What follows belongs to an exercise in optimizing a design on an open flow for small area; a production flow would make more cautious choices. In this exercise RTL edits were held to simulation tests only and were not proved equivalent to the original.

==> v11: inputs <==
==> flow/design.v <==
module rf_aoi222 (
    input  logic a1, a2, b1, b2, c1, c2,
    output logic y
);
    assign y = ~((a1 & a2) | (b1 & b2) | (c1 & c2));
endmodule
module rf_comb (
    input  logic        a1, a2,
    input  logic [10:0] t,
    output logic        y
);
    assign y = (a1 & a2) | ~&t;
endmodule
module rf_rdbit (
    input  logic [31:0] sel,
    input  logic [31:0] d,
    output logic        y
);
    logic [10:0] t;
    for (genvar g = 0; g < 10; g++) begin : g_aoi
        rf_aoi222 u (.a1(sel[3*g]), .a2(d[3*g]), .b1(sel[3*g+1]), .b2(d[3*g+1]),
                     .c1(sel[3*g+2]), .c2(d[3*g+2]), .y(t[g]));
    end
    assign t[10] = ~(sel[30] & d[30]);
    rf_comb u_comb (.a1(sel[31]), .a2(d[31]), .t(t), .y(y));
endmodule
module reg_file_nzcv #(
    parameter int unsigned DATA_WIDTH = 64,
    parameter int unsigned ADDR_WIDTH = 5,
    parameter int unsigned NUM_REGS   = 2 ** ADDR_WIDTH,
    parameter int unsigned FLAG_WIDTH = 4,
    parameter int unsigned ZERO_REG   = 31
) (
    input  logic                  clk,
    input  logic                  reset,
    input  logic [ADDR_WIDTH-1:0] read_reg1,
    input  logic [ADDR_WIDTH-1:0] read_reg2,
    output logic [DATA_WIDTH-1:0] read_data1,
    output logic [DATA_WIDTH-1:0] read_data2,
    input  logic                  write_enable,
    input  logic [ADDR_WIDTH-1:0] write_reg,
    input  logic [DATA_WIDTH-1:0] write_data,
    input  logic                  set_flags,
    input  logic [FLAG_WIDTH-1:0] flags_in,
    output logic [FLAG_WIDTH-1:0] flags_out
);
    localparam int unsigned NPHYS = NUM_REGS - 1;
    localparam logic [ADDR_WIDTH-1:0] ZERO_IDX = ADDR_WIDTH'(ZERO_REG);
    logic [DATA_WIDTH-1:0] regs_q [NPHYS];
    logic [FLAG_WIDTH-1:0] flags_q;
    logic wr_active;
    logic bypass1, bypass2;
    logic [DATA_WIDTH-1:0] wdata_gated;
    logic [NPHYS-1:0] wr_sel;
    logic [NUM_REGS-1:0] sel1, sel2;
    always_comb begin
        wr_active   = write_enable && !reset && (write_reg != ZERO_IDX);
        bypass1     = wr_active && (write_reg == read_reg1);
        bypass2     = wr_active && (write_reg == read_reg2);
        wdata_gated = reset ? '0 : write_data;
        for (int i = 0; i < NPHYS; i++) begin
            wr_sel[i] = wr_active && write_reg == ADDR_WIDTH'(i);
        end
        for (int i = 0; i < NPHYS; i++) begin
            sel1[i] = !wr_sel[i] && read_reg1 == ADDR_WIDTH'(i);
            sel2[i] = !wr_sel[i] && read_reg2 == ADDR_WIDTH'(i);
        end
        sel1[NUM_REGS-1] = bypass1;
        sel2[NUM_REGS-1] = bypass2;
    end
    for (genvar i = 0; i < NPHYS; i++) begin : g_reg
        always_ff @(posedge clk) begin
            if (reset || wr_sel[i]) begin
                regs_q[i] <= wdata_gated;
            end
        end
    end
    always_ff @(posedge clk) begin
        if (reset) begin
            flags_q <= '0;
        end else if (set_flags) begin
            flags_q <= flags_in;
        end
    end
    for (genvar b = 0; b < DATA_WIDTH; b++) begin : g_bit
        logic [NUM_REGS-1:0] col;
        for (genvar i = 0; i < NPHYS; i++) begin : g_col
            assign col[i] = regs_q[i][b];
        end
        assign col[NUM_REGS-1] = write_data[b];
        rf_rdbit u_rd1 (.sel(sel1), .d(col), .y(read_data1[b]));
        rf_rdbit u_rd2 (.sel(sel2), .d(col), .y(read_data2[b]));
    end
    assign flags_out = flags_q;
endmodule
==> flow/run.sh <==
#!/bin/bash
# synth_recipe.tcl (not shown) runs the flow's synth.tcl, then flattens the netlist and writes it again
# the make line also repeats each setting of config.mk as NAME=value (left out here)
make -C /OpenROAD-flow-scripts/flow DESIGN_CONFIG=/design/flow/config.mk WORK_HOME=/design/flow/orfs CLKGATE_MAP_FILE= SYNTH_SCRIPT=/design/flow/synth_recipe.tcl finish
==> flow/config.mk <==
export PLATFORM = sky130hd
export DESIGN_NAME = reg_file_nzcv
export DESIGN_NICKNAME = reg_file_nzcv
export VERILOG_FILES = /design/flow/design.v
export SDC_FILE = /design/flow/constraint.sdc
export NUM_CORES = 4
export LEC_CHECK = 0
export CAP_MARGIN = 0
export CORE_MARGIN = 2
export CORE_UTILIZATION = 55
export SETUP_SLACK_MARGIN = 0.2
export SLEW_MARGIN = 0
export SYNTH_HIERARCHICAL = 1
export SYNTH_MINIMUM_KEEP_SIZE = 0
==> flow/constraint.sdc <==
create_clock -name core_clock -period 7.0 [get_ports {clk}]
set_input_delay 1.4000 -clock core_clock [delete_from_list [all_inputs] [get_ports {clk}]]
set_output_delay 1.4000 -clock core_clock [all_outputs]
set_load 0.01 [all_outputs]
==> v19 (differences from v11) <==
==> flow/flow/run.sh (new file) <==
#!/bin/bash
# The standard layout, except that the port buffers are the smallest buffer
# (buf_1) instead of the resizer's default pick. Everything else, including
# synthesis, is the standard.sh.
set -euo pipefail
bash standard.sh "BUFFER_PORTS_ARGS=-buffer_cell sky130_fd_sc_hd__buf_1" finish > standard_make.log 2>&1
==> flow/standard.sh (new file) <==
#!/bin/bash
# synth_recipe.tcl (not shown) runs the flow's synth.tcl, then flattens the netlist and writes it again
# the make line also repeats each setting of config.mk as NAME=value (left out here)
make -C /OpenROAD-flow-scripts/flow DESIGN_CONFIG=/design/flow/config.mk WORK_HOME=/design/flow/orfs CLKGATE_MAP_FILE= SYNTH_SCRIPT=/design/flow/synth_recipe.tcl "${@:-finish}"
Settings changed: CORE_UTILIZATION 55 to 60, CTS_BUF_LIST set to sky130_fd_sc_hd__clkbuf_16, CTS_CLUSTER_DIAMETER set to 90, CTS_CLUSTER_SIZE set to 24.
removed: flow/run.sh
==> v14 (differences from v11) <==
==> flow/design.v, changed modules only <==
module rf_aoi22 (
    input  logic a1, a2, b1, b2,
    output logic y
);
    assign y = ~((a1 & a2) | (b1 & b2));
endmodule
module rf_rdbit (
    input  logic [31:0] sel,
    input  logic [31:0] d,
    output logic        y
);
    logic [10:0] t;
    for (genvar g = 0; g < 10; g++) begin : g_aoi
        rf_aoi222 u (.a1(sel[3*g]), .a2(d[3*g]), .b1(sel[3*g+1]), .b2(d[3*g+1]),
                     .c1(sel[3*g+2]), .c2(d[3*g+2]), .y(t[g]));
    end
    rf_aoi22 u_last (.a1(sel[30]), .a2(d[30]), .b1(sel[31]), .b2(d[31]), .y(t[10]));
    assign y = ~&t;
endmodule
module reg_file_nzcv #(
    parameter int unsigned DATA_WIDTH = 64,
    parameter int unsigned ADDR_WIDTH = 5,
    parameter int unsigned NUM_REGS   = 2 ** ADDR_WIDTH,
    parameter int unsigned FLAG_WIDTH = 4,
    parameter int unsigned ZERO_REG   = 31
) (
    input  logic                  clk,
    input  logic                  reset,
    input  logic [ADDR_WIDTH-1:0] read_reg1,
    input  logic [ADDR_WIDTH-1:0] read_reg2,
    output logic [DATA_WIDTH-1:0] read_data1,
    output logic [DATA_WIDTH-1:0] read_data2,
    input  logic                  write_enable,
    input  logic [ADDR_WIDTH-1:0] write_reg,
    input  logic [DATA_WIDTH-1:0] write_data,
    input  logic                  set_flags,
    input  logic [FLAG_WIDTH-1:0] flags_in,
    output logic [FLAG_WIDTH-1:0] flags_out
);
    localparam int unsigned NPHYS = NUM_REGS - 1;
    localparam logic [ADDR_WIDTH-1:0] ZERO_IDX = ADDR_WIDTH'(ZERO_REG);
    logic [DATA_WIDTH-1:0] regs_q [NPHYS];
    logic [FLAG_WIDTH-1:0] flags_q;
    logic wr_active;
    logic bypass1, bypass2;
    logic [DATA_WIDTH-1:0] wdata_gated;
    logic [NUM_REGS-1:0] sel1, sel2;
    always_comb begin
        wr_active   = write_enable && !reset && (write_reg != ZERO_IDX);
        bypass1     = wr_active && (write_reg == read_reg1);
        bypass2     = wr_active && (write_reg == read_reg2);
        wdata_gated = reset ? '0 : write_data;
        for (int i = 0; i < NPHYS; i++) begin
            sel1[i] = !bypass1 && read_reg1 == ADDR_WIDTH'(i);
            sel2[i] = !bypass2 && read_reg2 == ADDR_WIDTH'(i);
        end
        sel1[NUM_REGS-1] = bypass1;
        sel2[NUM_REGS-1] = bypass2;
    end
    for (genvar i = 0; i < NPHYS; i++) begin : g_reg
        always_ff @(posedge clk) begin
            if (reset || (wr_active && write_reg == ADDR_WIDTH'(i))) begin
                regs_q[i] <= wdata_gated;
            end
        end
    end
    always_ff @(posedge clk) begin
        if (reset) begin
            flags_q <= '0;
        end else if (set_flags) begin
            flags_q <= flags_in;
        end
    end
    for (genvar b = 0; b < DATA_WIDTH; b++) begin : g_bit
        logic [NUM_REGS-1:0] col;
        for (genvar i = 0; i < NPHYS; i++) begin : g_col
            assign col[i] = regs_q[i][b];
        end
        assign col[NUM_REGS-1] = write_data[b];
        rf_rdbit u_rd1 (.sel(sel1), .d(col), .y(read_data1[b]));
        rf_rdbit u_rd2 (.sel(sel2), .d(col), .y(read_data2[b]));
    end
    assign flags_out = flags_q;
endmodule
// module rf_comb removed
Settings changed: CAP_MARGIN 0 to 20, CORE_UTILIZATION 55 to 40, SETUP_SLACK_MARGIN 0.2 to 0.0, SLEW_MARGIN 0 to 20.
==> v21 (differences from v11) <==
==> flow/flow/run.sh (new file) <==
#!/bin/bash
# The standard layout, except that the port buffers are the smallest buffer
# (buf_1) instead of the resizer's default pick. Everything else, including
# synthesis, is the standard.sh.
set -euo pipefail
bash standard.sh "BUFFER_PORTS_ARGS=-buffer_cell sky130_fd_sc_hd__buf_1" finish > standard_make.log 2>&1
==> flow/standard.sh (new file) <==
#!/bin/bash
# synth_recipe.tcl (not shown) runs the flow's synth.tcl, then flattens the netlist and writes it again
# the make line also repeats each setting of config.mk as NAME=value (left out here)
make -C /OpenROAD-flow-scripts/flow DESIGN_CONFIG=/design/flow/config.mk WORK_HOME=/design/flow/orfs CLKGATE_MAP_FILE= SYNTH_SCRIPT=/design/flow/synth_recipe.tcl "${@:-finish}"
Settings changed: CTS_BUF_LIST set to sky130_fd_sc_hd__clkbuf_16, CTS_CLUSTER_DIAMETER set to 80, CTS_CLUSTER_SIZE set to 20.
removed: flow/run.sh
==> results.cfg <==
[status]
status = timing/DRC/antenna clean

[worst_setup_path]
worst-r2r-setup-slack_ns = 6.39
critPathBufInv = 3

[logic_synthesis]
yosys-mux-area-fraction_pct = 0.0510
synthesis.area_mm2 = 0.0784
synthSimpleGateAreaFrac_pct = 5.28
synth_top_area_share_pct = 75.9

[timing]
layout_min_cycle_time_ns = 6.27
maxSlewHeadroom_pct = 15.2
worst_setup_slack_final_ns = 0.732

[final_layout]
final_cells = 6630
drive_gt1_share_pct = 9.65

[power_and_ir_drop]
p_int_mw = 17.8
power.ir.vdd_worst_mv = 0.233

[drt]
vias = 58400

[global_route]
track_usage_pct = 41.9

[worst_hold_path]
min_to = flags_q[3]
[end of results for v21]
==> results.cfg <==
[status]
status = timing/DRC/antenna clean

[power_and_ir_drop]
p_int_mw = 17.2
power.ir.vdd_worst_mv = 0.212

[logic_synthesis]
synthSimpleGateAreaFrac_pct = 5.28
synth_top_area_share_pct = 75.9

[worst_hold_path]
min_to = flags_q[3]

[final_layout]
final_cells = 6525
drive_gt1_share_pct = 10.7

[worst_setup_path]
critPathBufInv = 3

[timing]
layout_min_cycle_time_ns = 6.62
maxSlewHeadroom_pct = 12.0

[global_route]
track_usage_pct = 45.5
[end of results for v19]
==> results.cfg <==
[timing]
worst_setup_slack_final_ns = -0.0521
finalSetupViolations = 4
layout_min_cycle_time_ns = 7.05
maxSlewHeadroom_pct = 17.5

[drt]
vias = 60600

[logic_synthesis]
synth_top_area_share_pct = 75.6
synthesis.area_mm2 = 0.0788
synthSimpleGateAreaFrac_pct = 5.49
yosys-mux-area-fraction_pct = 0.0508

[final_layout]
finish.utilization_pct = 49.6
final_cells = 7925

[power_and_ir_drop]
p_int_mw = 20.8
power.ir.vdd_worst_mv = 0.209

[worst_setup_path]
critPathBufInv = 5

[worst_hold_path]
min_to = flags_q[0]

[status]
failed_layout_checks = setup timing
status = failed layout checks

[global_route]
track_usage_pct = 31.6
[end of results for v14]
==> results.cfg <==
[power_and_ir_drop]
power.ir.vdd_worst_mv = 0.267

[drt]
vias = 60400

[logic_synthesis]
synthesis.area_mm2 = 0.0784
synth_top_area_share_pct = 75.9
synthSimpleGateAreaFrac_pct = 5.28
yosys-mux-area-fraction_pct = 0.0510

[final_layout]
final_cells = 6890
drive_gt1_share_pct = 12.6

[status]
status = timing/DRC/antenna clean

[global_route]
track_usage_pct = 43.6

[timing]
layout_min_cycle_time_ns = 6.77
maxSlewHeadroom_pct = 14.0
worst_setup_slack_final_ns = 0.226

[worst_hold_path]
min_to = flags_q[3]

[worst_setup_path]
critPathBufInv = 4
[end of results for v11]

[static timing again, ports no longer ideal]
Ports are ideal in the flow. The routed layouts listed here were re-timed in OpenROAD.
Step 1 assumes that a clkbuf_16 drives the clock port and a buf_2 every other input.
Step 2 also shifts input and output timing later by t, the mid clock arrival at the registers, as if the neighbouring blocks saw the same clock.
Slacks: no drivers / after step 1 / after step 2; pairs: no drivers / after step 1.
| run | t, ns | setup slack, ns | pins driven straight from the clock port |
|---|---|---|---|
| v11 | 0.924 | 0.226 / 0.203 / 0.203 | 1 |
| v19 | 0.826 | 0.379 / 0.349 / 0.349 | 1 |
| v14 | 0.928 | -0.052 / -0.081 / -0.081 | 1 |
| v21 | 0.841 | 0.732 / 0.712 / 0.712 | 1 |
The setup slack of v19, which loses most, moves by -0.030 ns with the drivers and by -0.030 ns with both steps.
